What follows belongs to an exercise in optimizing a design on an open flow for small area; a production flow would make more cautious choices. Only simulation tests tie the RTL to the original design; equivalence was not proved. Power figures rest on the tool's default switching activity, not on a simulated workload.

==> flow/design.v <==
`timescale 1ns / 1ps
module nsp_ram #(
  parameter int RINGS = 10,
  parameter int DEPTH = 43
) (
  input  logic       clk_i,
  input  logic       we_i,
  input  logic [3:0] wring_i,
  input  logic [7:0] wdata_i,
  input  logic [3:0] rring_i,
  output logic [7:0] rdata_o
);
  logic [7:0] tap [RINGS];
  for (genvar r = 0; r < RINGS; r++) begin : g_ring
    logic [DEPTH*8-1:0] q;
    logic [7:0]         ins;
    assign tap[r] = q[DEPTH*8-1 -: 8];
    assign ins    = (we_i && wring_i == 4'(r)) ? wdata_i : tap[r];
    always_ff @(posedge clk_i) begin
      q <= {q[(DEPTH-1)*8-1:0], ins};
    end
  end
  always_comb begin
    rdata_o = 8'h00;
    for (int r = 0; r < RINGS; r++) begin
      if (rring_i == 4'(r)) rdata_o = tap[r];
    end
  end
endmodule
`timescale 1ns / 1ps
module nmea_sentence_parser (
  input  logic       clk_i,
  input  logic       rst_ni,
  input  logic       in_valid_i,
  output logic       in_stall_o,
  input  logic       opcode_i,
  input  logic [7:0] rx_byte_i,
  input  logic [1:0] read_type_i,
  input  logic [4:0] read_field_i,
  input  logic [3:0] read_pos_i,
  output logic       out_valid_o,
  input  logic       out_stall_i,
  output logic [7:0] read_char_o,
  output logic       frame_valid_o,
  output logic       sentence_done_o,
  output logic [1:0] done_type_o
);
  localparam int DEPTH = 43;   
  localparam logic [5:0] TMR_START = 6'b000001;
  localparam logic [5:0] TMR_END   = 6'b111011;
  localparam logic [3:0] S_WAIT   = 4'd0;
  localparam logic [3:0] S_FIELDS = 4'd1;
  localparam logic [3:0] S_SUM    = 4'd2;
  localparam logic [3:0] S_DEAD   = 4'd3;    
  localparam logic [3:0] S_I0     = 4'd4;    
  localparam logic [3:0] S_I1     = 4'd5;    
  localparam logic [3:0] S_I2     = 4'd6;    
  localparam logic [3:0] S_I3G    = 4'd7;    
  localparam logic [3:0] S_I3R    = 4'd8;    
  localparam logic [3:0] S_I4GG   = 4'd9;    
  localparam logic [3:0] S_I4GS   = 4'd10;   
  localparam logic [3:0] S_I4RM   = 4'd11;   
  localparam logic [3:0] S_I5GGA  = 4'd12;   
  localparam logic [3:0] S_I5RMC  = 4'd13;   
  localparam logic [3:0] S_I5GSA  = 4'd14;   
  localparam logic [7:0] CH_DOLLAR = 8'h24;
  localparam logic [7:0] CH_COMMA  = 8'h2C;
  localparam logic [7:0] CH_STAR   = 8'h2A;
  function automatic logic [4:0] last_field(input logic [1:0] t);
    last_field = 5'd17;
    if (t == 2'd0) last_field = 5'd14;
    else if (t == 2'd1) last_field = 5'd12;
  endfunction
  logic        pend_q;         
  logic        ov_q;           
  logic        ib_op_q;        
  logic [10:0] ib_q;           
  logic [5:0]  tmr_q;          
  logic [7:0]  rchar_q;        
  logic [3:0]  st_q;
  logic [2:0]  vf_q;           
  logic [1:0]  ty_q;
  logic [4:0]  fn_q;
  logic [3:0]  ps_q;
  logic [7:0]  xr_q;           
  logic [1:0]  rot_t_q;        
  logic [4:0]  rot_f_q;        
  logic [7:0] b;
  logic [1:0] rt;
  logic [4:0] rf;
  logic [3:0] rp;
  assign b  = ib_q[7:0];
  assign rt = ib_q[10:9];
  assign rf = ib_q[8:4];
  assign rp = ib_q[3:0];
  logic is_comma, is_star, is_dollar;
  assign is_comma  = (b == CH_COMMA);
  assign is_star   = (b == CH_STAR);
  assign is_dollar = (b == CH_DOLLAR);
  logic rd_ok, wr_ok, kept, use_store, finish, accept, hit;
  assign kept      = (fn_q <= last_field(ty_q));
  assign rd_ok     = (rt != 2'd3) && (rf != 5'd0) && (rf <= last_field(rt)) && (rp < 4'd10);
  assign wr_ok     = (st_q == S_FIELDS) && kept && (ps_q < 4'd10);
  assign use_store = ib_op_q ? rd_ok : wr_ok;
  assign finish    = pend_q && (!use_store || tmr_q == TMR_END);
  assign accept    = in_valid_i && !pend_q && !ov_q;
  assign in_stall_o = pend_q || ov_q;
  logic [1:0] tgt_t;
  logic [4:0] tgt_f;
  assign tgt_t = ib_op_q ? rt : ty_q;
  assign tgt_f = ib_op_q ? rf : fn_q;
  assign hit   = pend_q && use_store && (rot_t_q == tgt_t) && (rot_f_q == tgt_f);
  logic [7:0] rdata;
  nsp_ram #(
    .RINGS (10),
    .DEPTH (DEPTH)
  ) u_store (
    .clk_i   (clk_i),
    .we_i    (hit && !ib_op_q),
    .wring_i (ps_q),
    .wdata_i ((is_comma || is_star) ? 8'h00 : b),
    .rring_i (rp),
    .rdata_o (rdata)
  );
  always_ff @(posedge clk_i) begin
    if (rot_t_q == 2'd3 || rot_f_q >= last_field(rot_t_q)) begin
      rot_f_q <= 5'd1;
      rot_t_q <= (rot_t_q == 2'd0) ? 2'd1 : (rot_t_q == 2'd1) ? 2'd2 : 2'd0;
    end else begin
      rot_f_q <= rot_f_q + 5'd1;
    end
  end
  always_ff @(posedge clk_i or negedge rst_ni) begin
    if (!rst_ni) begin
      pend_q <= 1'b0;
      ov_q   <= 1'b0;
    end else begin
      if (accept) pend_q <= 1'b1;
      else if (finish) pend_q <= 1'b0;
      if (finish) ov_q <= 1'b1;
      else if (!out_stall_i) ov_q <= 1'b0;
    end
  end
  always_ff @(posedge clk_i) begin
    tmr_q <= accept ? TMR_START : {tmr_q[4:0], tmr_q[5] ^ tmr_q[4]};
    if (accept) begin
      ib_op_q <= opcode_i;
      ib_q    <= opcode_i ? {read_type_i, read_field_i, read_pos_i} : {3'b000, rx_byte_i};
    end
    if (hit && ib_op_q) rchar_q <= rdata;
  end
  logic       is_digit;
  logic [7:0] hex_v;
  logic [7:0] xr_op;
  always_comb begin
    is_digit = (b[7:4] == 4'h3) && (b[3:0] <= 4'd9);
    hex_v    = is_digit ? {4'h0, b[3:0]} : b - 8'h37;
    xr_op    = (st_q == S_SUM) ? hex_v : b;
  end
  logic step;
  assign step = finish && !ib_op_q;
  always_ff @(posedge clk_i or negedge rst_ni) begin
    if (!rst_ni) begin
      st_q <= S_WAIT;
      vf_q <= 3'b000;
    end else if (step) begin
      case (st_q)
        S_WAIT: if (is_dollar) st_q <= S_I0;
        S_FIELDS: if (is_star) st_q <= S_SUM;
        S_SUM: if (ps_q >= 4'd2) begin
          st_q       <= S_WAIT;
          vf_q[ty_q] <= (xr_q == 8'h00);
        end
        default: begin
          if (is_comma) begin
            if (st_q == S_I5GGA || st_q == S_I5RMC || st_q == S_I5GSA) st_q <= S_FIELDS;
            else st_q <= S_WAIT;
          end else begin
            case (st_q)
              S_I0:   st_q <= (b == "G") ? S_I1 : S_DEAD;
              S_I1:   st_q <= (b == "P") ? S_I2 : S_DEAD;
              S_I2:   st_q <= (b == "G") ? S_I3G : (b == "R") ? S_I3R : S_DEAD;
              S_I3G:  st_q <= (b == "G") ? S_I4GG : (b == "S") ? S_I4GS : S_DEAD;
              S_I3R:  st_q <= (b == "M") ? S_I4RM : S_DEAD;
              S_I4GG: st_q <= (b == "A") ? S_I5GGA : S_DEAD;
              S_I4GS: st_q <= (b == "A") ? S_I5GSA : S_DEAD;
              S_I4RM: st_q <= (b == "C") ? S_I5RMC : S_DEAD;
              default: st_q <= S_DEAD;
            endcase
          end
        end
      endcase
    end
  end
  always_ff @(posedge clk_i) begin
    if (step) begin
      case (st_q)
        S_WAIT: begin
          ps_q <= 4'd0;
          if (is_dollar) begin
            fn_q <= 5'd1;
            xr_q <= 8'h00;
          end
        end
        S_FIELDS: begin
          if (is_comma) begin
            xr_q <= xr_q ^ xr_op;
            if (kept) fn_q <= fn_q + 5'd1;
            ps_q <= 4'd0;
          end else if (is_star) begin
            ps_q <= 4'd0;
          end else begin
            xr_q <= xr_q ^ xr_op;
            if (ps_q < 4'd10) ps_q <= ps_q + 4'd1;
          end
        end
        S_SUM: begin
          if (ps_q == 4'd0) begin
            xr_q[7:4] <= xr_q[7:4] - hex_v[3:0];
            ps_q      <= 4'd1;
          end else if (ps_q == 4'd1) begin
            xr_q <= xr_q ^ xr_op;
            ps_q <= 4'd2;
          end
        end
        default: begin
          xr_q <= xr_q ^ xr_op;
          if (is_comma) begin
            if (st_q == S_I5GGA) ty_q <= 2'd0;
            if (st_q == S_I5RMC) ty_q <= 2'd1;
            if (st_q == S_I5GSA) ty_q <= 2'd2;
          end
        end
      endcase
    end
  end
  logic done;
  assign done = !ib_op_q && (st_q == S_WAIT) && (ps_q == 4'd2);
  assign out_valid_o     = ov_q;
  assign read_char_o     = (ib_op_q && rd_ok) ? rchar_q : 8'h00;
  assign frame_valid_o   = ib_op_q ? ((rt != 2'd3) && vf_q[rt]) : (done && vf_q[ty_q]);
  assign sentence_done_o = done;
  assign done_type_o     = done ? ty_q : 2'd0;
endmodule
==> flow/flow/run.sh <==
#!/bin/bash
# Layout flow: the standard ORFS flow (standard.sh), with
#  - the standard synthesis's netlist re-mapped: every register cell is kept
#    as it is (same cell, same name), and only the combinational cells are
#    turned back into logic and mapped again by ABC for area (flow/remap.tcl,
#    ABC script flow/area.abc);
#  - clock tree synthesis clustering the register clock pins onto clkbuf_8
#    leaf buffers and inserting no dummy loads.
# Each tool's full output goes to a log file of its own in the work folder
# (ORFS also keeps one log per step under orfs/logs/).
set -euo pipefail
cd "$(dirname "$0")/.."
W=$PWD
R=$W/orfs/results/$FLOW_PLATFORM/nmea_sentence_parser/base
CTS="CTS_ARGS=-sink_clustering_enable -repair_clock_nets -buf_list sky130_fd_sc_hd__clkbuf_8 -sink_clustering_size 20 -sink_clustering_max_diameter 60 -dont_use_dummy_load"

# 1. the standard synthesis
bash standard.sh synth > flow_synth.log 2>&1
cp "$R/1_2_yosys.v" "$W/std_synth.v"

# 2. re-map its combinational logic
export DONT_USE_CELLS="$(sed -n '/DONT_USE_CELLS/,/^$/p' "$FLOW_HOME/platforms/$FLOW_PLATFORM/config.mk" | grep -oE 'sky130_fd_sc_hd__\w+' | tr '\n' ' ')"
yosys -c flow/remap.tcl -- "$W/std_synth.v" "$W/remap.v" > flow_remap.log 2>&1

# 3. the layout, from the re-mapped netlist, in one make run
rm -f "$R"/1_*
bash standard.sh "SYNTH_NETLIST_FILES=$W/remap.v" "$CTS" finish > flow_layout.log 2>&1
==> flow/flow/area.abc <==
strash
&get -n
&dch -f
&nf -R 1000
&put
strash
&get -n
&dch -f
&nf -R 1000
&put
==> flow/flow/remap.tcl <==
yosys -import
set lib $::env(FLOW_HOME)/platforms/$::env(FLOW_PLATFORM)/lib/sky130_fd_sc_hd__tt_025C_1v80.lib
set in  [lindex $argv 0]
set out [lindex $argv 1]
set dont_use {}
foreach c $::env(DONT_USE_CELLS) { lappend dont_use -dont_use $c }
read_liberty -ignore_miss_func $lib
read_verilog $in
hierarchy -top nmea_sentence_parser
# keep every sequential cell as it is; turn the combinational cells into logic
blackbox =sky130_fd_sc_hd__df* =sky130_fd_sc_hd__edf* =sky130_fd_sc_hd__sdf* =sky130_fd_sc_hd__dl* =sky130_fd_sc_hd__conb_1
flatten
opt -purge
abc -liberty $lib {*}$dont_use -script [file join [file dirname [info script]] area.abc]
opt_clean -purge
splitnets
opt_clean -purge
hilomap -singleton -hicell sky130_fd_sc_hd__conb_1 HI -locell sky130_fd_sc_hd__conb_1 LO
insbuf -buf sky130_fd_sc_hd__buf_4 A X
yosys rename -enumerate
stat -liberty $lib
write_verilog -noattr -nohex -nodec $out
==> flow/standard.sh <==
#!/bin/bash
# synth_recipe.tcl (not shown) runs the flow's synth.tcl, then flattens the netlist and writes it again
# the make line also repeats each setting of config.mk as NAME=value (left out here)
make -C /OpenROAD-flow-scripts/flow DESIGN_CONFIG=/design/flow/config.mk WORK_HOME=/design/flow/orfs CLKGATE_MAP_FILE= SYNTH_SCRIPT=/design/flow/synth_recipe.tcl "${@:-finish}"
==> flow/config.mk <==
export PLATFORM = sky130hd
export DESIGN_NAME = nmea_sentence_parser
export DESIGN_NICKNAME = nmea_sentence_parser
export VERILOG_FILES = /design/flow/design.v
export SDC_FILE = /design/flow/constraint.sdc
export NUM_CORES = 4
export LEC_CHECK = 0
export CAP_MARGIN = 20
export CORE_MARGIN = 2
export CORE_UTILIZATION = 60
export CTS_BUF_LIST = sky130_fd_sc_hd__clkbuf_8
export CTS_CLUSTER_DIAMETER = 60
export CTS_CLUSTER_SIZE = 20
export SLEW_MARGIN = 20
export SYNTH_MEMORY_MAX_BITS = 8192
==> flow/constraint.sdc <==
create_clock -name core_clock -period 10.0 [get_ports {clk_i}]
set_input_delay 2.0000 -clock core_clock [delete_from_list [all_inputs] [get_ports {clk_i}]]
set_output_delay 2.0000 -clock core_clock [all_outputs]
set_load 0.01 [all_outputs]
==> reports/metrics.yaml, run 1 <==
clock_tree:
  h-tree-depth: 4
  clockBufferDepth: 3
  clk_pin_slew_ns: 0.11
  cts_root_buf: "clkbuf_8"
  post_cts_buffers: 0
  cts_resized: 0
  cts_hold_buf: 0
  insertion_delay_ns: 0.91
  cts_inserted_buffers: 198
  cts_tree: "done"
  clock-sinks: 3501
floorplanning:
  dieHeight_um: 355
  ioPinCount: 38
  design.core.area_sq_mm: 0.122
  die_w_um: 355
  die_area_sq_mm: 0.126
  initial_core_util_pct: 60.5
  fp-row-count: 128
grt:
  antenna_found_initial: 9
  grt_usage_pct: 14.5
  grt_pass1_vias: 25330
  grt_first_pass_wirelength_mm: 139
  grt_overflow: 0
  grt_start_max_net_pins: 24
critical_path:
  crit_type: "flop to output pin"
  worstPathRequired_ns: 8.00
  endpoint_kind: "output pin"
  critPathSlowestCell: "edfxtp_1"
  critPathArrivalTime_ns: 3.85
  crit_chain: "maj3_1, a31oi_1, nor2_1, a211oi_4, buf_4, and2_0, clkdlybuf4s50_1"
  slowest_delay_ns: 0.76
  path_max_fanout: 23
  start_kind: "flop"
timing:
  fin_crit_ns: 5.85
  worst_pin_slew_ns: 1.07
  rsz0062_at_grt: "false"
  hold_viol: 0
  slew_headroom_pct: 28.6
  clock_skew_ns: 0.102
  finalSetupViolCount: 0
  fin_crit_sh_pct: 58.5
  setup_tns_ns: 0
  drv_slew: 0
  fmax_mhz: 171
run:
  maxCapViolations: 0
synthesis:
  synth_nets: 4060
  synth_area_sq_mm: 0.0737
  yosysWarnings: 0
  syn-instance-count: 4036
  syn-mean-instance-area_sq_um: 18.3
layout:
  fillers: 8607
  design_area_sq_mm: 0.0790
  final_layout_size_suffix_gt1_share_pct: 5.11
  nets: 4313
  area_delta_synth_final_pct: 7.18
detailed_routing:
  drc: 0
  drt-total-wl_mm: 89.2
  vias: 25953
  routedWlPerCell_um: 15.1
  vias_per_cell: 4.38
  initialDrtViolationCount: 1461
  first_pass_iters: 5
  ant_nets: 0
hold_path:
  hold_class: "flop to flop"
placement:
  placed_area_sq_mm: 0.0763
  gp_congestion: 0.761
  portBuffers: 37
  dp_hpwl_mm: 53.5
pwr:
  leakage_uw: 0.0310
  p_per_area_mw_per_mm2: 252
  ir_drop_v: 0.000185
outcome:
  status: "complete, no violations"
## path summary, 6_finish.rpt
path | from | endpoint | slack [ns] | cells past startpoint
worst min-delay path | u_store.g_ring[3].q[12] | u_store.g_ring[3].q[20] | 0.25 | 0
min in group asynchronous | rst_ni | ov_q | 1.53 | 1
worst max-delay path | ib_q[4] | read_char_o[3] | 4.15 | 7
worst max register to register | ib_q[4] | u_store.g_ring[2].q[7] | 5.55 | 11
max in group asynchronous | rst_ni | st_q[2] | 7.93 | 1
worst min register to register | u_store.g_ring[3].q[12] | u_store.g_ring[3].q[20] | 0.25 | 0
## area by class of cell
type,instances,area (sq um),share of cell area [%]
sequential,3501,70500,89.2
multi-input combinational,526,3200,4.05
clock buffer,198,2730,3.45
tap,1625,2030,2.57
timing repair buffer,53,490,0.621
inverter,9,33.8,0.0427
antenna,7,17.5,0.0222
## flip-flops by register name, summed over array words and instances, names as in the netlist
name	count
rot_f_q	5
ty_q	2
rot_t_q	2
tmr_q	6
u_store.g_ring.q	3440
ib_op_q	1
fn_q	5
vf_q	3
pend_q	1
ov_q	1
st_q	4
ps_q	4
ib_q	11
rchar_q	8
xr_q	8
## where the power goes
part	switching, uW	total, uW	internal (uW)
clock	3620	5400	1780
sequential	78.1	14100	14000
combinational	270	416	146
## per-stage QoR
stage,hold WS (ns),setup slack [ns],cells,power [uW],util (%)
6_report,0.250,4.15,5919,19900,64.9
4_1_cts,0.252,4.00,5912,20200,64.8
2_1_floorplan,0.310,6.11,4036,14600,-
3_5_place_dp,0.312,5.04,5714,14800,62.6
3_3_place_gp,0.310,5.04,5714,14800,62.6
5_1_grt,0.246,3.94,5914,20700,64.8
## layer usage
layer / GRT usage, % / vias to the layer above / wire length (um)
met3: 3.20 / 212 / 3580
li1: - / 13102 / -
met2: 19.4 / 362 / 33800
met1: 22.9 / 12277 / 49300
met4: 5.69 / 0 / 2540
met5: 0 / - / 0
## cell usage in the layout, fill, tap and decap left out, drive strengths merged, types with 10 or more instances in the layout
cell and n:
clkdlybuf4s50 37, dfxtp 3451, nor3 21, buf 16
xnor2 19, nor2 55, o21ai 74, edfxtp 41
nand3 13, clkbuf 198, nor2b 11, a22oi 12
and2 24, mux2 45, a21oi 42, mux2i 10
nand2 105
## worst max-delay path: cells and delay by family (launching register included)
family	cells	cell delay, ns
simple gates	2	0.28
compound gates	2	0.57
fa+ha+maj	1	0.50
flops	1	0.76
buf+inv	2	0.89
==> run 2: changes to the inputs <==
--- a/flow/config.mk
+++ b/flow/config.mk
@@ -11,5 +11,6 @@
 export CTS_BUF_LIST = sky130_fd_sc_hd__clkbuf_8
 export CTS_CLUSTER_DIAMETER = 60
 export CTS_CLUSTER_SIZE = 20
+export GPL_TIMING_DRIVEN = 0
 export SLEW_MARGIN = 20
 export SYNTH_MEMORY_MAX_BITS = 8192
==> run 2 against run 1 <==
Compared with the run above:
- via count hardly changed
- count of clock-buffer cells in the layout is 2 lower
- critical path depth stayed put
- final area is 0.11% lower
- maximum frequency is 6.0% lower
- flip-flop and latch count stayed put
- global-route usage is 0.55 points lower
- sequential share of layout area is 0.10 points higher
- power is 0.25% lower
- die area stayed put
- clock power hardly changed
- register-to-register slack worse by 0.54 ns
- critical endpoint is now read_char_o[0]
- largest cell class unchanged
==> reports/metrics.yaml, run 2 <==
outcome:
  status: "complete, no violations"
grt:
  grt_overflow: 0
  antenna_found_initial: 5
  grt_start_max_net_pins: 24
  grt_first_pass_wirelength_mm: 135
  grt_pass1_vias: 24867
  grt_usage_pct: 14.0
synthesis:
  syn-instance-count: 4036
  yosysWarnings: 0
  syn-mean-instance-area_sq_um: 18.3
  synth_area_sq_mm: 0.0737
  synth_nets: 4060
layout:
  nets: 4298
  mostFrequentLayoutCells: "dfxtp_1, clkbuf_8, nand2_1, o21ai_0, nor2_1"
  final_layout_size_suffix_gt1_share_pct: 4.85
  final_common_cell: "dfxtp_1"
  largest_reg_flops: 3440
  design_area_sq_mm: 0.0790
  regMostFlops: "u_store.g_ring.q"
  area_delta_synth_final_pct: 7.06
  fillers: 8654
  largestRegisters: "u_store.g_ring.q x3440, ib_q x11"
critical_path:
  r2r-start: "ib_q[4]"
  critPathSlowestCell: "edfxtp_1"
  startpoint: "ib_q[4]"
  crit_type: "flop to output pin"
  crit_chain: "maj3_1, a31oi_1, nor2_1, a211oi_2, buf_4, and2_0, clkdlybuf4s50_1"
  slowest_delay_ns: 0.83
  path_max_fanout: 23
  worstPathRequired_ns: 8.00
  critPathArrivalTime_ns: 4.23
  endpoint_kind: "output pin"
  cpLargestDelayFamily: "buffers and inverters"
  path_buf_inv: 2
  r2r_cells: 11
  start_kind: "flop"
  worstReg2RegEnd: "u_store.g_ring[9].q[3]"
  r2r_slack_ns: 5.01
placement:
  gp_congestion: 0.806
  dp_slack_ns: 4.74
  dp_hpwl_mm: 50.9
  placed_area_sq_mm: 0.0762
  portBuffers: 37
timing:
  worst_pin_slew_ns: 1.08
  drv_slew: 0
  slew_headroom_pct: 27.0
  rsz0062_at_grt: "false"
  setup_slack_ns: 3.77
  fin_crit_sh_pct: 62.3
  fin_crit_ns: 6.23
  clock_skew_ns: 0.0941
  fmax_mhz: 161
  finalSetupViolCount: 0
  setup_tns_ns: 0
  hold_viol: 0
floorplanning:
  design.core.area_sq_mm: 0.122
  die_area_sq_mm: 0.126
  die_w_um: 355
  dieHeight_um: 355
  ioPinCount: 38
  initial_core_util_pct: 60.5
  fp-row-count: 128
clock_tree:
  post_cts_buffers: 0
  clockBufferDepth: 3
  clock-sinks: 3501
  cts_resized: 0
  clk_pin_slew_ns: 0.11
  insertion_delay_ns: 0.90
  cts_inserted_buffers: 196
  cts_root_buf: "clkbuf_8"
  cts_tree: "done"
  h-tree-depth: 4
  cts_hold_buf: 0
detailed_routing:
  drt-total-wl_mm: 86.4
  drc: 0
  ant_nets: 0
  vias_per_cell: 4.39
  vias: 25944
  routedWlPerCell_um: 14.6
  first_pass_iters: 5
  initialDrtViolationCount: 1443
  wl_met3_mm: 3.76
  top_layer: "met4"
  routed-wl-met2_mm: 32.1
  drt-met1-wl_mm: 47.6
hold_path:
  hp-start: "u_store.g_ring[0].q[40]"
  worstHoldEndpoint: "u_store.g_ring[0].q[48]"
  holdPathStages: 0
  hold_class: "flop to flop"
pwr:
  ir_drop_v: 0.000161
  leakage_uw: 0.0309
  p_per_area_mw_per_mm2: 252
run:
  maxCapViolations: 0
==> run 2: how the worst max path moves through the flow <==
stage / end / slack, ns / depth (start not counted)
floorplan: read_char_o[0] / 6.11 / 5
global placement: read_char_o[5] / 3.90 / 6
detailed placement: read_char_o[5] / 4.74 / 7
CTS: read_char_o[5] / 3.67 / 7
global route: read_char_o[5] / 3.61 / 7
finish: read_char_o[0] / 3.77 / 7
==> run 2: where the power goes <==
| group | leakage (uW) | internal, uW | total [uW] | switching, uW |
|---|---|---|---|---|
| Clock | 0.00141 | 1770 | 5370 | 3600 |
| Sequential | 0.0283 | 14000 | 14100 | 104 |
| Combinational | 0.00126 | 136 | 378 | 242 |
==> run 2: metrics by stage <==
step,hold slack [ns],std cells,utilization (%),total power [uW]
global route,0.303,5898,64.8,20700
global placement,0.310,5698,62.5,14800
detailed placement,0.312,5701,62.5,14800
finish,0.298,5912,64.8,19900
floorplan,0.310,4036,-,14600
CTS,0.302,5897,64.7,20100
==> run 2: cell type report <==
cell class / count / area, sq um / area share, %
diodes: 15 / 37.5 / 0.0475
clock buffers: 196 / 2700 / 3.42
inverters: 9 / 33.8 / 0.0428
multi-input cells: 526 / 3210 / 4.07
flip-flops and latches: 3501 / 70500 / 89.3
well taps: 1625 / 2030 / 2.58
repair buffers: 40 / 393 / 0.498
==> run 2: worst register-to-register path, stage by stage (launching register included) <==
cell and delay, ns:
edfxtp_1 0.83, maj3_1 0.54, a31oi_1 0.17, nor2_1 0.08
a211oi_2 0.37, buf_4 0.25, a41o_1 0.15, nand2_1 0.12
nor3_1 0.52, and3b_1 0.29, nand2_1 0.42, o21ai_0 1.04
==> run 2: layer usage <==
layer,up-vias,global-route usage (%)
met5,-,0
met4,0,6.09
met2,388,18.3
met1,12253,22.1
li1,13087,-
met3,216,3.15
==> run 3: changes to the inputs <==
--- a/flow/config.mk
+++ b/flow/config.mk
@@ -11,6 +11,7 @@
 export CTS_BUF_LIST = sky130_fd_sc_hd__clkbuf_8
 export CTS_CLUSTER_DIAMETER = 60
 export CTS_CLUSTER_SIZE = 20
+export GPL_ROUTABILITY_DRIVEN = 0
 export GPL_TIMING_DRIVEN = 0
 export SLEW_MARGIN = 20
 export SYNTH_MEMORY_MAX_BITS = 8192
==> run 3 against run 2 <==
Compared with the run above:
- power about the same
- via count up 0.70%
- first-iteration DRC count up 15%
- maximum frequency up 4.0%
- register-to-register slack better by 0.20 ns
- cell count about the same
- final area about the same
- area after synthesis unchanged
- worst hold slack worse by 0.036 ns
- flip-flop and latch count unchanged
- largest power group unchanged
==> reports/metrics.yaml, run 3 <==
pwr:
  p_int_uw: 15900
  p_comb_share_pct: 1.9
  seqPwrFrac_pct: 71.1
  switchingPower_uw: 3940
  p_per_area_mw_per_mm2: 252
  leakage_uw: 0.0310
  switching_share_pct: 19.8
  pwr-share-clk_pct: 27.0
  ir_drop_v: 0.000160
layout:
  regMostFlops: "u_store.g_ring.q"
  largestRegisters: "u_store.g_ring.q x3440, ib_q x11"
  mostFrequentLayoutCells: "dfxtp_1, clkbuf_8, nand2_1, o21ai_0, nor2_1"
  area_delta_synth_final_pct: 7.07
  design_area_sq_mm: 0.0790
  final_layout_size_suffix_gt1_share_pct: 4.87
  nets: 4300
  largest_reg_flops: 3440
  final_common_cell: "dfxtp_1"
grt:
  grt_overflow: 0
  grt_start_max_net_pins: 24
  antenna_found_initial: 9
  grt_first_pass_wirelength_mm: 133
  grt_usage_pct: 13.8
  grt_pass1_vias: 24919
floorplanning:
  design.core.area_sq_mm: 0.122
  die_w_um: 355
  ioPinCount: 38
  initial_core_util_pct: 60.5
  fp-row-count: 128
  dieHeight_um: 355
  die_area_sq_mm: 0.126
timing:
  finalSetupViolCount: 0
  slew_headroom_pct: 22.4
  drv_slew: 0
  setup_tns_ns: 0
  hold_viol: 0
  clock_skew_ns: 0.0880
  worst_pin_slew_ns: 1.15
  rsz0062_at_grt: "false"
  fmax_mhz: 167
  fin_crit_sh_pct: 59.9
  fin_crit_ns: 5.99
clock_tree:
  insertion_delay_ns: 0.90
  cts_resized: 0
  cts_tree: "done"
  clockBufferDepth: 3
  clk_pin_slew_ns: 0.11
  cts_hold_buf: 0
  cts_root_buf: "clkbuf_8"
  h-tree-depth: 4
  cts_inserted_buffers: 196
  post_cts_buffers: 0
  clock-sinks: 3501
critical_path:
  worstPathRequired_ns: 8.00
  path_max_fanout: 23
  critPathArrivalTime_ns: 3.99
  start_kind: "flop"
  crit_type: "flop to output pin"
  endpoint_kind: "output pin"
synthesis:
  synth_nets: 4060
  syn-instance-count: 4036
  syn-mean-instance-area_sq_um: 18.3
  synth_area_sq_mm: 0.0737
  yosysWarnings: 0
detailed_routing:
  ant_nets: 0
  vias_per_cell: 4.42
  vias: 26125
  drt-total-wl_mm: 84.9
  first_pass_iters: 5
  routedWlPerCell_um: 14.4
  initialDrtViolationCount: 1655
  drc: 0
outcome:
  status: "complete, no violations"
placement:
  dp_hpwl_mm: 50.1
  placed_area_sq_mm: 0.0762
  portBuffers: 37
hold_path:
  hold_class: "flop to flop"
run:
  maxCapViolations: 0
[run 3: cell count changes in the layout (fill, tap and decap cells not counted), moves of 2 or more]
cell and delta:
diode_2 -4, buf_8 +3, nor2_2 +2, nor2_4 -2
[run 3: layer usage]
layer / track usage, % / up-vias / wire (um)
li1: - / 13076 / -
met1: 21.8 / 12300 / 46100
met2: 17.8 / 508 / 31600
met3: 3.19 / 241 / 4160
met4: 6.45 / 0 / 3060
met5: 0 / - / 0
[run 3: final timing paths]
kind,startpoint,to,slack [ns],cells after the start
setup / recovery,ib_q[4],read_char_o[3],4.01,7
hold / removal,u_store.g_ring[1].q[48],u_store.g_ring[1].q[56],0.26,0
setup reg to reg,ib_q[4],u_store.g_ring[7].q[5],5.21,10
hold reg to reg,u_store.g_ring[1].q[48],u_store.g_ring[1].q[56],0.26,0
max in group asynchronous,rst_ni,st_q[2],7.93,1
min in group asynchronous,rst_ni,st_q[0],1.56,1
[run 3: worst max-delay path: stages, from the launching register on]
cell	delay (ns)
edfxtp_1	0.79
maj3_1	0.51
a31oi_1	0.18
nor2_1	0.07
a211oi_2	0.20
buf_4	0.24
and2_0	0.46
clkdlybuf4s50_1	0.64
[run 3: power groups by stage]
stage	Clock [uW]	Sequential [uW]	Combinational [uW]
3_3_place_gp	0	14400	357
2_1_floorplan	0	14400	227
4_1_cts	5640	14100	372
6_report	5370	14100	376
3_5_place_dp	0	14400	370
5_1_grt	6130	14100	403
[run 3: area by class of cell]
class	count	area (sq um)
Sequential cell	3501	70500
Fill cell	8526	42900
Multi-Input combinational cell	526	3200
Clock buffer	196	2700
Tap cell	1625	2030
Timing Repair Buffer	42	430
Inverter	9	33.8
Antenna cell	11	27.5
[run 3: per-stage QoR]
stage | instances | power, uW | utilization [%] | worst slack (ns) | hold slack [ns]
after floorplan | 4036 | 14600 | - | 6.11 | 0.310
after global placement | 5698 | 14800 | 62.5 | 4.04 | 0.310
after detailed placement | 5703 | 14800 | 62.6 | 4.99 | 0.312
after CTS | 5899 | 20100 | 64.8 | 3.88 | 0.242
after global routing | 5901 | 20700 | 64.8 | 3.81 | 0.244
final | 5910 | 19900 | 64.8 | 4.01 | 0.262
==> run 4: changes to the inputs <==
--- a/flow/flow/run.sh
+++ b/flow/flow/run.sh
@@ -12,7 +12,7 @@
 cd "$(dirname "$0")/.."
 W=$PWD
 R=$W/orfs/results/$FLOW_PLATFORM/nmea_sentence_parser/base
-CTS="CTS_ARGS=-sink_clustering_enable -repair_clock_nets -buf_list sky130_fd_sc_hd__clkbuf_8 -sink_clustering_size 20 -sink_clustering_max_diameter 60 -dont_use_dummy_load"
+CTS="CTS_ARGS=-sink_clustering_enable -repair_clock_nets -buf_list sky130_fd_sc_hd__clkbuf_8 -sink_clustering_size 18 -sink_clustering_max_diameter 60 -dont_use_dummy_load"
 
 # 1. the standard synthesis
 bash standard.sh synth > flow_synth.log 2>&1
--- a/flow/config.mk
+++ b/flow/config.mk
@@ -11,7 +11,5 @@
 export CTS_BUF_LIST = sky130_fd_sc_hd__clkbuf_8
 export CTS_CLUSTER_DIAMETER = 60
 export CTS_CLUSTER_SIZE = 20
-export GPL_ROUTABILITY_DRIVEN = 0
-export GPL_TIMING_DRIVEN = 0
 export SLEW_MARGIN = 20
 export SYNTH_MEMORY_MAX_BITS = 8192
==> run 4 against run 3 <==
Compared with the run above:
- highest routed layer unchanged
- synthesized cell count unchanged
- combinational power grew about 10%
- flip-flop and latch count is the same
- power is 1.2% higher
==> reports/metrics.yaml, run 4 <==
timing:
  setup_slack_ns: 4.16
  hold_viol: 0
  fin_crit_ns: 5.84
  finalSetupViolCount: 0
  worst_pin_slew_ns: 1.08
  fmax_mhz: 171
  slew_headroom_pct: 28.1
  fin_crit_sh_pct: 58.4
  clock_skew_ns: 0.122
  rsz0062_at_grt: "false"
  setup_tns_ns: 0
  drv_slew: 0
synthesis:
  synth_nets: 4060
  yosysWarnings: 0
  syn-instance-count: 4036
  syn-mean-instance-area_sq_um: 18.3
  synth_area_sq_mm: 0.0737
placement:
  gp_congestion: 0.761
  placed_area_sq_mm: 0.0763
  dp_hpwl_mm: 53.5
  dp_slack_ns: 5.04
  portBuffers: 37
clock_tree:
  cts_root_buf: "clkbuf_8"
  cts_resized: 0
  clk_pin_slew_ns: 0.11
  clockBufferDepth: 3
  cts_tree: "done"
  insertion_delay_ns: 0.91
  cts_inserted_buffers: 216
  clock-sinks: 3501
  cts_hold_buf: 0
  post_cts_buffers: 0
  h-tree-depth: 4
run:
  maxCapViolations: 0
hold_path:
  hp-start: "u_store.g_ring[3].q[12]"
  hold_class: "flop to flop"
detailed_routing:
  routedWlPerCell_um: 15.0
  drt-total-wl_mm: 89.4
  vias_per_cell: 4.39
  drc: 0
  first_pass_iters: 4
  ant_nets: 0
  initialDrtViolationCount: 1483
  vias: 26113
layout:
  largestRegisters: "u_store.g_ring.q x3440, ib_q x11"
  final_layout_size_suffix_gt1_share_pct: 5.51
  design_area_sq_mm: 0.0793
  largest_reg_flops: 3440
  final_util_pct: 65.1
  nets: 4331
  regMostFlops: "u_store.g_ring.q"
  final_common_cell: "dfxtp_1"
  mostFrequentLayoutCells: "dfxtp_1, clkbuf_8, nand2_1, o21ai_0, nor2_1"
  area_delta_synth_final_pct: 7.53
critical_path:
  start_kind: "flop"
  slowest_delay_ns: 0.76
  worstPathRequired_ns: 8.00
  crit_chain: "maj3_1, a31oi_1, nor2_1, a211oi_4, buf_4, and2_0, clkdlybuf4s50_1"
  crit_type: "flop to output pin"
  cpLargestDelayFamily: "buffers and inverters"
  path_buf_inv: 2
  r2r-start: "ib_q[4]"
  critPathSlowestCell: "edfxtp_1"
  critPathArrivalTime_ns: 3.84
  endpoint_kind: "output pin"
  path_max_fanout: 23
  startpoint: "ib_q[4]"
floorplanning:
  ioPinCount: 38
  die_area_sq_mm: 0.126
  die_w_um: 355
  fp-row-count: 128
  design.core.area_sq_mm: 0.122
  dieHeight_um: 355
  initial_core_util_pct: 60.5
pwr:
  p_per_area_mw_per_mm2: 253
  ir_drop_v: 0.000194
  leakage_uw: 0.0312
grt:
  grt_start_max_net_pins: 24
  grt_usage_pct: 14.6
  grt_first_pass_wirelength_mm: 140
  antenna_found_initial: 8
  grt_overflow: 0
  grt_pass1_vias: 25419
outcome:
  status: "complete, no violations"
-- run 4: final timing paths --
check                      slack, ns  depth (start not counted)                 endpoint
max in group asynchronous       7.94                          1                  st_q[2]
min                             0.26                          0  u_store.g_ring[3].q[20]
min in group asynchronous       1.54                          1                     ov_q
max reg2reg                     5.60                         10   u_store.g_ring[7].q[7]
max                             4.16                          7           read_char_o[3]
min reg2reg                     0.26                          0  u_store.g_ring[3].q[20]
-- run 4: cell type report --
class,count,area (sq um)
inverters,9,33.8
diodes,12,30.0
flip-flops and latches,3501,70500
well taps,1625,2030
clock buffers,216,2970
fillers,8604,42600
multi-input cells,526,3200
repair buffers,53,490
-- run 4: report_power, final --
part / leakage, uW / total [uW] / internal (uW) / switching (uW)
clock network: 0.00155 / 5590 / 1930 / 3650
logic: 0.00133 / 414 / 146 / 267
registers: 0.0283 / 14100 / 14000 / 78.3
total: 0.0312 / 20100 / 16100 / 4000
-- run 4: worst register-to-register path, delay by kind of cell (launching register included) --
kind                       cells  cell delay (ns)
and+or+nand+nor                4             1.43
adders and majority gates      1             0.50
muxes                          1             0.53
DFF                            1             0.76
buffers and inverters          1             0.33
AOI/OAI and AO/OA              3             0.74
-- run 4: per-layer routing --
| layer | wire length, um | track usage, % | vias up |
|---|---|---|---|
| met5 | 0 | 0 | - |
| met4 | 2700 | 5.76 | 0 |
| met3 | 4020 | 3.31 | 213 |
| met1 | 48700 | 22.9 | 12352 |
| met2 | 34000 | 19.5 | 403 |
| li1 | - | - | 13145 |
-- run 4: stage by stage --
step	hold WS (ns)	cells	total power, uW
finish	0.261	5942	20100
global route	0.256	5935	20900
CTS	0.260	5930	20400
detailed placement	0.312	5714	14800
global placement	0.310	5714	14800
floorplan	0.310	4036	14600
==> run 5: changes to the inputs <==
--- a/flow/flow/run.sh
+++ b/flow/flow/run.sh
@@ -12,7 +12,7 @@
 cd "$(dirname "$0")/.."
 W=$PWD
 R=$W/orfs/results/$FLOW_PLATFORM/nmea_sentence_parser/base
-CTS="CTS_ARGS=-sink_clustering_enable -repair_clock_nets -buf_list sky130_fd_sc_hd__clkbuf_8 -sink_clustering_size 18 -sink_clustering_max_diameter 60 -dont_use_dummy_load"
+CTS="CTS_ARGS=-sink_clustering_enable -repair_clock_nets -buf_list sky130_fd_sc_hd__clkbuf_8 -sink_clustering_size 19 -sink_clustering_max_diameter 60 -dont_use_dummy_load"
 
 # 1. the standard synthesis
 bash standard.sh synth > flow_synth.log 2>&1
==> run 5 against run 4 <==
Compared with the run above:
- still clean on timing, DRC and antenna
- cell count is 0.17% lower
- maximum frequency is 0.16% lower
- final area is 0.16% lower
- register-to-register slack worse by 0.02 ns
- routed wire length is 0.23% lower
- die area stayed put
- combinational power hardly changed
- first-iteration DRC count is 2.6% higher
- synthesized cell count stayed put
- clock power is 2% lower
- largest power group unchanged
- highest routed layer unchanged
==> reports/metrics.yaml, run 5 <==
layout:
  regMostFlops: "u_store.g_ring.q"
  final_layout_size_suffix_gt1_share_pct: 5.31
  area_delta_synth_final_pct: 7.36
  design_area_sq_mm: 0.0792
  nets: 4322
  mostFrequentLayoutCells: "dfxtp_1, clkbuf_8, nand2_1, o21ai_0, nor2_1"
  final_common_cell: "dfxtp_1"
  largestRegisters: "u_store.g_ring.q x3440, ib_q x11"
  fillers: 8597
  largest_reg_flops: 3440
critical_path:
  critPathArrivalTime_ns: 3.85
  r2r_slack_ns: 5.58
  worstPathRequired_ns: 8.00
  worstReg2RegEnd: "u_store.g_ring[7].q[7]"
  path_max_fanout: 23
  endpoint_kind: "output pin"
  crit_type: "flop to output pin"
  slowest_delay_ns: 0.76
  r2r-start: "ib_q[4]"
  start_kind: "flop"
  r2r_cells: 10
  crit_chain: "maj3_1, a31oi_1, nor2_1, a211oi_4, buf_4, and2_0, clkdlybuf4s50_1"
  critPathSlowestCell: "edfxtp_1"
timing:
  slew_headroom_pct: 30.3
  worst_pin_slew_ns: 1.05
  rsz0062_at_grt: "false"
  finalSetupViolCount: 0
  fin_crit_ns: 5.85
  drv_slew: 0
  fmax_mhz: 171
  setup_tns_ns: 0
  hold_viol: 0
  fin_crit_sh_pct: 58.5
  clock_skew_ns: 0.115
placement:
  gp_congestion: 0.761
  portBuffers: 37
  dp_hpwl_mm: 53.5
  placed_area_sq_mm: 0.0763
hold_path:
  hp-start: "u_store.g_ring[0].q[12]"
  hold_class: "flop to flop"
  holdPathStages: 0
  worstHoldEndpoint: "u_store.g_ring[0].q[20]"
pwr:
  ir_drop_v: 0.000169
  leakage_uw: 0.0311
  p_per_area_mw_per_mm2: 253
synthesis:
  synth_nets: 4060
  syn-mean-instance-area_sq_um: 18.3
  syn-instance-count: 4036
  synth_area_sq_mm: 0.0737
  yosysWarnings: 0
detailed_routing:
  drt-total-wl_mm: 89.2
  vias_per_cell: 4.40
  first_pass_iters: 8
  initialDrtViolationCount: 1521
  vias: 26073
  routedWlPerCell_um: 15.0
  drc: 0
  ant_nets: 0
clock_tree:
  clk_pin_slew_ns: 0.10
  cts_tree: "done"
  insertion_delay_ns: 0.91
  cts_inserted_buffers: 207
  h-tree-depth: 4
  post_cts_buffers: 0
  cts_hold_buf: 0
  cts_root_buf: "clkbuf_8"
  cts_resized: 0
  clockBufferDepth: 3
  clock-sinks: 3501
floorplanning:
  dieHeight_um: 355
  initial_core_util_pct: 60.5
  ioPinCount: 38
  die_w_um: 355
  fp-row-count: 128
  die_area_sq_mm: 0.126
  design.core.area_sq_mm: 0.122
run:
  maxCapViolations: 0
grt:
  grt_overflow: 0
  grt_start_max_net_pins: 24
  grt_first_pass_wirelength_mm: 139
  antenna_found_initial: 6
  grt_usage_pct: 14.5
  grt_pass1_vias: 25246
outcome:
  status: "complete, no violations"
run 5: area by class of cell:
class,instances,area [sq um],share of cell area [%]
clock buffers,207,2850,3.60
repair buffers,53,490,0.619
inverters,9,33.8,0.0427
multi-input cells,526,3200,4.04
diodes,11,27.5,0.0348
well taps,1625,2030,2.57
flip-flops and latches,3501,70500,89.1
run 5: report_power, final:
group | switching (uW) | internal (uW)
combinational | 270 | 146
sequential | 77.5 | 14000
clock | 3630 | 1860
total | 3980 | 16000
run 5: stage by stage:
step,hold WS [ns],power (uW),setup WS (ns),std cells,util (%)
floorplan,0.310,14600,6.11,4036,-
CTS,0.241,20300,4.03,5921,64.9
finish,0.246,20000,4.15,5932,65.0
global route,0.241,20800,3.95,5924,64.9
global placement,0.310,14800,5.04,5714,62.6
detailed placement,0.312,14800,5.04,5714,62.6
run 5: worst max-delay path: cells and delay by family (launching register included):
family	cells	cell delay, ns
buffers and inverters	2	0.89
DFF	1	0.76
AOI/OAI and AO/OA	2	0.57
adders and majority gates	1	0.50
and+or+nand+nor	2	0.26
run 5: how the worst max path moves through the flow:
stage / startpoint / to / cells after the start / slack (ns)
after floorplan: ib_q[4] / read_char_o[0] / 5 / 6.11
after global placement: ib_q[4] / read_char_o[2] / 7 / 5.04
after detailed placement: ib_q[4] / read_char_o[3] / 7 / 5.04
after CTS: ib_q[4] / read_char_o[3] / 7 / 4.03
after global routing: ib_q[4] / read_char_o[5] / 7 / 3.95
final: ib_q[4] / read_char_o[3] / 7 / 4.15
run 5: layer usage:
metal  vias up  global-route usage (%)  share of wire [%]
met5         -                       0                  0
met2       368                    19.4                 38
met3       190                    3.35                4.0
met1     12383                    22.9                 55
met4         0                    5.40                2.8
li1      13132                       -                  -
==> run 6: changes to the inputs <==
--- a/flow/flow/run.sh
+++ b/flow/flow/run.sh
@@ -4,6 +4,8 @@
 #    as it is (same cell, same name), and only the combinational cells are
 #    turned back into logic and mapped again by ABC for area (flow/remap.tcl,
 #    ABC script flow/area.abc);
+#  - every input and output port buffered, as the standard flow does, with
+#    the library's smallest buffer (buf_1);
 #  - clock tree synthesis clustering the register clock pins onto clkbuf_8
 #    leaf buffers and inserting no dummy loads.
 # Each tool's full output goes to a log file of its own in the work folder
@@ -12,7 +14,8 @@
 cd "$(dirname "$0")/.."
 W=$PWD
 R=$W/orfs/results/$FLOW_PLATFORM/nmea_sentence_parser/base
-CTS="CTS_ARGS=-sink_clustering_enable -repair_clock_nets -buf_list sky130_fd_sc_hd__clkbuf_8 -sink_clustering_size 19 -sink_clustering_max_diameter 60 -dont_use_dummy_load"
+PORTS="BUFFER_PORTS_ARGS=-buffer_cell sky130_fd_sc_hd__buf_1"
+CTS="CTS_ARGS=-sink_clustering_enable -repair_clock_nets -buf_list sky130_fd_sc_hd__clkbuf_8 -sink_clustering_size 22 -sink_clustering_max_diameter 60 -dont_use_dummy_load"
 
 # 1. the standard synthesis
 bash standard.sh synth > flow_synth.log 2>&1
@@ -24,4 +27,4 @@
 
 # 3. the layout, from the re-mapped netlist, in one make run
 rm -f "$R"/1_*
-bash standard.sh "SYNTH_NETLIST_FILES=$W/remap.v" "$CTS" finish > flow_layout.log 2>&1
+bash standard.sh "SYNTH_NETLIST_FILES=$W/remap.v" "$CTS" "$PORTS" finish > flow_layout.log 2>&1
==> flow/flow/area.abc (replaced) <==
strash
&get -n
&dch -f
&nf -R 1000
&put
strash
&get -n
&dch -f
&nf -R 1000
&put
strash
&get -n
&dch -f
&nf -R 1000
&put
--- a/flow/config.mk
+++ b/flow/config.mk
@@ -11,5 +11,6 @@
 export CTS_BUF_LIST = sky130_fd_sc_hd__clkbuf_8
 export CTS_CLUSTER_DIAMETER = 60
 export CTS_CLUSTER_SIZE = 20
+export GPL_TIMING_DRIVEN = 0
 export SLEW_MARGIN = 20
 export SYNTH_MEMORY_MAX_BITS = 8192
==> run 6 against run 5 <==
Compared with the run above:
- worst hold slack improved by 0.0047 ns
- core utilization decreased by 0.49 points
- sequential share of layout area increased by 0.67 points
- global-route usage decreased by 0.59 points
- synthesized cell count unchanged
- maximum frequency increased by 3.2%
- non-clock buffer count decreased by 6
- still clean
- cell count decreased by 0.52%
==> reports/metrics.yaml, run 6 <==
outcome:
  status: "complete, no violations"
clock_tree:
  clk_pin_slew_ns: 0.11
  cts_root_buf: "clkbuf_8"
  cts_tree: "done"
  clockBufferDepth: 3
  post_cts_buffers: 0
  cts_hold_buf: 0
  clock-sinks: 3501
  cts_inserted_buffers: 182
  cts_resized: 0
  h-tree-depth: 4
  insertion_delay_ns: 0.89
detailed_routing:
  top_layer: "met4"
  routedWlPerCell_um: 14.5
  wl_met3_mm: 3.32
  first_pass_iters: 5
  initialDrtViolationCount: 1493
  routed-wl-met2_mm: 31.7
  drt-met1-wl_mm: 47.5
  vias: 25775
  ant_nets: 0
  drc: 0
  vias_per_cell: 4.37
  drt-total-wl_mm: 85.5
timing:
  fin_crit_sh_pct: 56.7
  rsz0062_at_grt: "false"
  worst_pin_slew_ns: 1.14
  slew_headroom_pct: 23.2
  hold_viol: 0
  setup_tns_ns: 0
  clock_skew_ns: 0.103
  fin_crit_ns: 5.67
  drv_slew: 0
  fmax_mhz: 176
  finalSetupViolCount: 0
layout:
  area_delta_synth_final_pct: 6.62
  fillers: 8666
  regMostFlops: "u_store.g_ring.q"
  final_layout_size_suffix_gt1_share_pct: 4.85
  final_cell_count_no_fill: 5901
  multi_input_area_sq_mm: 0.00320
  final_util_pct: 64.5
  regArea_sq_mm: 0.0705
  largest_reg_flops: 3440
  final_common_cell: "dfxtp_1"
  nets: 4291
  mostFrequentLayoutCells: "dfxtp_1, clkbuf_8, nor2_1, a21oi_1, nand2_1"
  largestRegisters: "u_store.g_ring.q x3440, ib_q x11"
placement:
  gp_congestion: 0.791
  dp_cells: 5708
  dp_hpwl_mm: 50.7
  portBuffers: 37
floorplanning:
  die_w_um: 354
  dieHeight_um: 354
  design.core.area_sq_mm: 0.122
  ioPinCount: 38
  initial_core_util_pct: 60.5
  fp-row-count: 128
  die_area_sq_mm: 0.126
synthesis:
  synth_area_sq_mm: 0.0737
  syn-mean-instance-area_sq_um: 18.3
  yosysWarnings: 0
  synth_nets: 4060
  syn-instance-count: 4036
critical_path:
  endpoint_kind: "output pin"
  crit_chain: "maj3_1, a31oi_1, nor2_1, a211oi_2, buf_4, and2_0, buf_1"
  start_kind: "flop"
  cpLargestDelayFamily: "flip-flops"
  crit_type: "flop to output pin"
  critPathSlowestCell: "edfxtp_1"
  path_max_fanout: 23
  path_buf_inv: 2
  critPathArrivalTime_ns: 3.67
  worstPathRequired_ns: 8.00
  slowest_delay_ns: 0.80
grt:
  grt_start_max_net_pins: 24
  grt_overflow: 0
  grt_first_pass_wirelength_mm: 134
  antenna_found_initial: 2
  grt_usage_pct: 13.9
  grt_pass1_vias: 24839
pwr:
  ir_drop_v: 0.000176
  leakage_uw: 0.0308
  p_per_area_mw_per_mm2: 251
hold_path:
  hold_class: "flop to flop"
run:
  maxCapViolations: 0
## run 6: changes by cell type in the layout (fill, tap and decap cells not counted), sizes merged, moves of 31 or more
cell	delta
nor2	+50
o21ai	-38
a21oi	+38
clkdlybuf4s50	-37
buf	+31
nand2	-41
## run 6: cell type report
class	instances	share of cell area [%]
sequential	3501	89.8
multi-input combinational	529	4.07
clock buffer	182	3.19
tap	1625	2.59
timing repair buffer	47	0.320
antenna	11	0.0350
inverter	6	0.0287
## run 6: worst paths after layout
path / start / to / slack (ns) / depth (start not counted)
worst min register to register: u_store.g_ring[1].q[8] / u_store.g_ring[1].q[16] / 0.25 / 0
max in group asynchronous: rst_ni / st_q[0] / 8.20 / 1
worst max register to register: ib_q[4] / u_store.g_ring[0].q[0] / 5.02 / 14
worst max-delay path: ib_q[4] / read_char_o[1] / 4.33 / 7
min in group asynchronous: rst_ni / vf_q[0] / 1.19 / 1
worst min-delay path: u_store.g_ring[1].q[8] / u_store.g_ring[1].q[16] / 0.25 / 0
## run 6: report_power, final
part           internal, uW  switching, uW
logic                   120            240
registers             14000           93.4
clock network          1650           3580
total                 15800           3910
## run 6: stage by stage
stage / setup slack [ns] / hold slack, ns / total power (uW) / instance area [sq um]
2_1_floorplan: 6.10 / 0.310 / 14600 / 73700
3_3_place_gp: 2.58 / 0.310 / 14800 / 75900
3_5_place_dp: 5.07 / 0.312 / 14800 / 76000
4_1_cts: 4.18 / 0.240 / 20000 / 78600
5_1_grt: 4.07 / 0.227 / 20500 / 78600
6_report: 4.33 / 0.250 / 19700 / 78600
## run 6: per-layer routing
layer,up-vias,GRT usage [%]
li1,13075,-
met1,12179,22.0
met2,329,18.1
met3,192,3.28
met4,0,6.10
met5,-,0
==> run 7: changes to the inputs <==
--- a/flow/flow/run.sh
+++ b/flow/flow/run.sh
@@ -15,7 +15,7 @@
 W=$PWD
 R=$W/orfs/results/$FLOW_PLATFORM/nmea_sentence_parser/base
 PORTS="BUFFER_PORTS_ARGS=-buffer_cell sky130_fd_sc_hd__buf_1"
-CTS="CTS_ARGS=-sink_clustering_enable -repair_clock_nets -buf_list sky130_fd_sc_hd__clkbuf_8 -sink_clustering_size 22 -sink_clustering_max_diameter 60 -dont_use_dummy_load"
+CTS="CTS_ARGS=-sink_clustering_enable -repair_clock_nets -buf_list sky130_fd_sc_hd__clkbuf_8 -sink_clustering_size 20 -sink_clustering_max_diameter 60 -dont_use_dummy_load"
 
 # 1. the standard synthesis
 bash standard.sh synth > flow_synth.log 2>&1
==> flow/flow/area.abc (replaced) <==
strash
&get -n
&dch -f
&nf -R 1000
&put
strash
&get -n
&dch -f
&nf -R 1000
&put
==> run 7 against run 6 <==
Compared with the run above:
- still clean
- area after synthesis about the same
- worst setup slack improved by 0.031 ns
- register-to-register slack gained 0.29 ns
- global-route usage rose by 0.058 points
- maximum frequency up 0.55%
- first-iteration DRC count increased by 7.2%
- count of clock-buffer cells in the layout increased by 15
- sequential power about the same
- largest power group unchanged
==> reports/metrics.yaml, run 7 <==
clock_tree:
  cts_hold_buf: 0
  cts_resized: 0
  h-tree-depth: 4
  cts_root_buf: "clkbuf_8"
  post_cts_buffers: 0
  clockBufferDepth: 3
  clk_pin_slew_ns: 0.10
  cts_inserted_buffers: 197
  cts_tree: "done"
  insertion_delay_ns: 0.90
  clock-sinks: 3501
placement:
  dp_slack_ns: 5.35
  dp_cells: 5701
  gp_congestion: 0.786
  dp_hpwl_mm: 50.7
  portBuffers: 37
pwr:
  p_int_uw: 15900
  total_power_uw: 19800
  p_per_area_mw_per_mm2: 252
  ir_drop_v: 0.000195
  pwr-share-clk_pct: 27.0
  p_comb_share_pct: 1.8
  switchingPower_uw: 3930
  seqPwrFrac_pct: 71.1
  leakage_uw: 0.0309
  switching_share_pct: 19.8
critical_path:
  r2r-start: "ib_q[4]"
  start_kind: "flop"
  critPathArrivalTime_ns: 3.64
  crit_type: "flop to output pin"
  r2r_cells: 10
  r2r_slack_ns: 5.31
  worstReg2RegEnd: "u_store.g_ring[7].q[3]"
  startpoint: "ib_q[4]"
  critPathCapture: "read_char_o[3]"
  endpoint_kind: "output pin"
  path_max_fanout: 23
  worstPathRequired_ns: 8.00
synthesis:
  yosysWarnings: 0
  syn-instance-count: 4036
  synth_area_sq_mm: 0.0737
  syn-mean-instance-area_sq_um: 18.3
  synth_nets: 4060
timing:
  finalSetupViolCount: 0
  hold_viol: 0
  fmax_mhz: 177
  setup_slack_ns: 4.36
  rsz0062_at_grt: "false"
  fin_crit_ns: 5.64
  drv_slew: 0
  setup_tns_ns: 0
  slew_headroom_pct: 28.6
  worst_pin_slew_ns: 1.07
  clock_skew_ns: 0.0957
  fin_crit_sh_pct: 56.4
detailed_routing:
  drt-total-wl_mm: 86.1
  drc: 0
  vias_per_cell: 4.40
  first_pass_iters: 5
  vias: 25970
  ant_nets: 0
  initialDrtViolationCount: 1600
  routedWlPerCell_um: 14.6
layout:
  final_common_cell: "dfxtp_1"
  final_cell_count_no_fill: 5908
  nets: 4299
  final_layout_size_suffix_gt1_share_pct: 4.84
  regMostFlops: "u_store.g_ring.q"
  area_delta_synth_final_pct: 6.74
  fillers: 8618
  largestRegisters: "u_store.g_ring.q x3440, ib_q x11"
  largest_reg_flops: 3440
  mostFrequentLayoutCells: "dfxtp_1, clkbuf_8, nand2_1, o21ai_0, nor2_1"
grt:
  grt_first_pass_wirelength_mm: 134
  grt_usage_pct: 14.0
  grt_start_max_net_pins: 24
  grt_pass1_vias: 24625
  grt_overflow: 0
  antenna_found_initial: 5
floorplanning:
  ioPinCount: 38
  die_w_um: 355
  dieHeight_um: 355
  initial_core_util_pct: 60.5
  die_area_sq_mm: 0.126
  fp-row-count: 128
  design.core.area_sq_mm: 0.122
run:
  maxCapViolations: 0
outcome:
  status: "complete, no violations"
hold_path:
  hold_class: "flop to flop"
[run 7: power by group through the flow]
stage	combinational [uW]	clock, uW	sequential [uW]
2_1_floorplan	227	0	14400
3_3_place_gp	360	0	14400
3_5_place_dp	362	0	14400
4_1_cts	364	5640	14100
5_1_grt	397	6150	14100
6_report	363	5370	14100
[run 7: critical path, cell delays in order (launching register included)]
cell and delay [ns]:
edfxtp_1 0.79, maj3_1 0.50, a31oi_1 0.16, nor2_1 0.08
a211oi_2 0.25, buf_4 0.25, and2_0 0.50, buf_1 0.22
[run 7: final cells by class]
class / instances / area (sq um) / share of cell area, %
timing repair buffer: 40 / 163 / 0.207
sequential: 3501 / 70500 / 89.6
clock buffer: 197 / 2710 / 3.44
inverter: 9 / 33.8 / 0.0429
antenna: 10 / 25.0 / 0.0318
multi-input combinational: 526 / 3210 / 4.07
tap: 1625 / 2030 / 2.58
[run 7: metal layers]
layer / part of all wire, % / vias to the layer above / track usage, %
li1: - / 13087 / -
met1: 55 / 12265 / 22.0
met2: 37 / 416 / 18.2
met3: 4.8 / 202 / 3.50
met4: 3.5 / 0 / 6.05
met5: 0 / - / 0
[run 7: how the worst min path moves through the flow]
stage | end | slack, ns | cells past startpoint | startpoint
final | u_store.g_ring[1].q[8] | 0.28 | 0 | u_store.g_ring[1].q[0]
after global routing | u_store.g_ring[2].q[32] | 0.28 | 0 | u_store.g_ring[2].q[24]
after CTS | u_store.g_ring[1].q[8] | 0.29 | 0 | u_store.g_ring[1].q[0]
after detailed placement | u_store.g_ring[0].q[130] | 0.31 | 0 | u_store.g_ring[0].q[122]
after global placement | u_store.g_ring[3].q[215] | 0.31 | 0 | u_store.g_ring[3].q[207]
after floorplan | u_store.g_ring[0].q[100] | 0.31 | 0 | u_store.g_ring[0].q[92]
[run 7: through the flow]
step	hold slack (ns)	utilization (%)	area, sq um
global placement	0.309	62.3	75900
floorplan	0.310	-	73700
CTS	0.286	64.6	78700
finish	0.285	64.6	78700
detailed placement	0.312	62.3	76000
global route	0.283	64.6	78700
==> run 8: changes to the inputs <==
--- a/flow/flow/run.sh
+++ b/flow/flow/run.sh
@@ -15,7 +15,7 @@
 W=$PWD
 R=$W/orfs/results/$FLOW_PLATFORM/nmea_sentence_parser/base
 PORTS="BUFFER_PORTS_ARGS=-buffer_cell sky130_fd_sc_hd__buf_1"
-CTS="CTS_ARGS=-sink_clustering_enable -repair_clock_nets -buf_list sky130_fd_sc_hd__clkbuf_8 -sink_clustering_size 20 -sink_clustering_max_diameter 60 -dont_use_dummy_load"
+CTS="CTS_ARGS=-sink_clustering_enable -repair_clock_nets -buf_list sky130_fd_sc_hd__clkbuf_8 -sink_clustering_size 21 -sink_clustering_max_diameter 60 -dont_use_dummy_load"
 
 # 1. the standard synthesis
 bash standard.sh synth > flow_synth.log 2>&1
==> run 8 against run 7 <==
Compared with the run above:
- still clean on timing, DRC and antenna
- flip-flop and latch count unchanged
- routed wire length rose by 0.13%
- maximum frequency increased by 0.28%
- synthesized cell count is the same
- cell count about the same
- first-iteration DRC count fell by 4.6%
- register-to-register slack about the same
- clock skew up 0.024 ns
- worst setup slack better by 0.016 ns
- critical path type unchanged
- largest cell class unchanged
==> reports/metrics.yaml, run 8 <==
layout:
  largestRegisters: "u_store.g_ring.q x3440, ib_q x11"
  final_common_cell: "dfxtp_1"
  final_layout_size_suffix_gt1_share_pct: 4.67
  final_cell_count_no_fill: 5903
  regMostFlops: "u_store.g_ring.q"
  nets: 4291
  area_delta_synth_final_pct: 6.60
  largest_reg_flops: 3440
  mostFrequentLayoutCells: "dfxtp_1, clkbuf_8, nand2_1, o21ai_0, nor2_1"
floorplanning:
  design.core.area_sq_mm: 0.122
  dieHeight_um: 355
  die_w_um: 355
  fp-row-count: 128
  die_area_sq_mm: 0.126
  initial_core_util_pct: 60.5
  ioPinCount: 38
critical_path:
  crit_type: "flop to output pin"
  slowest_delay_ns: 0.83
  crit_chain: "o21ai_0, nand4_1, a211oi_2, buf_4, and2_0, buf_1"
  path_max_fanout: 16
  worstPathRequired_ns: 8.00
  critPathSlowestCell: "edfxtp_1"
  endpoint_kind: "output pin"
  startpoint: "ib_q[1]"
  critPathArrivalTime_ns: 3.62
  r2r-start: "ib_q[1]"
  r2r_slack_ns: 5.30
  start_kind: "flop"
detailed_routing:
  vias: 25908
  vias_per_cell: 4.39
  initialDrtViolationCount: 1527
  drt-total-wl_mm: 86.2
  drc: 0
  ant_nets: 0
  first_pass_iters: 5
  routedWlPerCell_um: 14.6
placement:
  dp_cells: 5701
  portBuffers: 37
  gp_congestion: 0.786
  dp_hpwl_mm: 50.7
synthesis:
  synth_area_sq_mm: 0.0737
  synth_nets: 4060
  syn-instance-count: 4036
  syn-mean-instance-area_sq_um: 18.3
  yosysWarnings: 0
timing:
  fin_crit_sh_pct: 56.2
  clock_skew_ns: 0.119
  finalSetupViolCount: 0
  worst_pin_slew_ns: 1.09
  slew_headroom_pct: 27.6
  drv_slew: 0
  hold_viol: 0
  fmax_mhz: 178
  rsz0062_at_grt: "false"
  fin_crit_ns: 5.62
  setup_tns_ns: 0
hold_path:
  hp-start: "u_store.g_ring[2].q[24]"
  hold_class: "flop to flop"
clock_tree:
  cts_tree: "done"
  cts_hold_buf: 0
  h-tree-depth: 4
  clock-sinks: 3501
  cts_inserted_buffers: 189
  insertion_delay_ns: 0.91
  clk_pin_slew_ns: 0.11
  cts_resized: 0
  post_cts_buffers: 0
  cts_root_buf: "clkbuf_8"
  clockBufferDepth: 3
grt:
  grt_first_pass_wirelength_mm: 134
  antenna_found_initial: 5
  grt_pass1_vias: 24474
  grt_overflow: 0
  grt_start_max_net_pins: 24
  grt_usage_pct: 14.0
pwr:
  leakage_uw: 0.0308
  ir_drop_v: 0.000179
  p_per_area_mw_per_mm2: 252
outcome:
  status: "complete, no violations"
run:
  maxCapViolations: 0
-- run 8: cell type report --
class	instances	area, sq um
tap	1625	2030
sequential	3501	70500
inverter	9	33.8
timing repair buffer	40	163
multi-input combinational	526	3210
fill	8625	43300
clock buffer	189	2600
antenna	13	32.5
-- run 8: final timing paths --
check | end | depth (start not counted)
setup / recovery | read_char_o[3] | 6
min in group asynchronous | st_q[2] | 1
hold reg to reg | u_store.g_ring[2].q[32] | 0
hold / removal | u_store.g_ring[2].q[32] | 0
max in group asynchronous | ov_q | 1
setup reg to reg | u_store.g_ring[9].q[3] | 10
-- run 8: critical path: cells and delay by family (launching register included) --
family | cells | cell delay, ns
AND/OR/NAND/NOR | 2 | 0.64
AO/OA/AOI/OAI | 2 | 0.76
flip-flops | 1 | 0.83
buffers and inverters | 2 | 0.46
-- run 8: power by group --
group,switching (uW),total (uW),internal [uW]
clock,3580,5290,1710
sequential,100,14100,14000
combinational,242,362,120
total,3930,19800,15800
-- run 8: metal layers --
metal | share of wire (%) | GRT usage [%] | vias to the layer above
met3 | 4.6 | 3.38 | 210
met4 | 3.6 | 6.30 | 0
met5 | 0 | 0 | -
met2 | 37 | 18.2 | 381
li1 | - | - | 13070
met1 | 55 | 21.9 | 12247
-- run 8: stage by stage --
step	hold slack (ns)	setup WS [ns]	cell area, sq um	utilization, %	power [uW]
2_1_floorplan	0.310	6.11	73700	-	14600
3_3_place_gp	0.309	4.34	75900	62.3	14800
3_5_place_dp	0.312	5.35	76000	62.3	14800
4_1_cts	0.257	4.28	78600	64.5	20000
5_1_grt	0.254	4.23	78600	64.5	20600
6_report	0.262	4.38	78600	64.5	19800

## afterwards: timing with drivers on the ports
Ports are ideal in the flow. The routed layouts listed here were re-timed in OpenROAD.
Step 1 (the two cells are an assumption about what drives the block):
set clk [get_ports {clk_i}]
set_driving_cell -lib_cell sky130_fd_sc_hd__clkbuf_16 $clk
set_driving_cell -lib_cell sky130_fd_sc_hd__buf_2 [delete_from_list [all_inputs] $clk]
Step 2 moves the port delays by t, midway between the first and last clock arrival at a register: inputs arrive t later, outputs are due t later. That takes back most of the time a late clock gives input paths.
Three values: ideal ports, drivers, drivers and shift; two values: the first two.
run | shift t [ns] | setup WS [ns] | clock arrival spread, ns
run 1 | 0.924 | 4.146 / 4.081 / 5.005 | 0.109 / 0.109
run 2 | 0.919 | 3.770 / 3.707 / 4.626 | 0.094 / 0.094
run 3 | 0.923 | 4.011 / 3.947 / 4.870 | 0.089 / 0.089
run 4 | 0.918 | 4.161 / 4.097 / 5.015 | 0.130 / 0.130
run 5 | 0.916 | 4.152 / 4.087 / 5.003 | 0.124 / 0.124
run 6 | 0.908 | 4.331 / 4.265 / 5.023 | 0.106 / 0.106
run 7 | 0.919 | 4.362 / 4.298 / 5.218 | 0.095 / 0.095
run 8 | 0.922 | 4.378 / 4.312 / 5.235 | 0.126 / 0.125
After both steps every run listed still meets setup and hold.
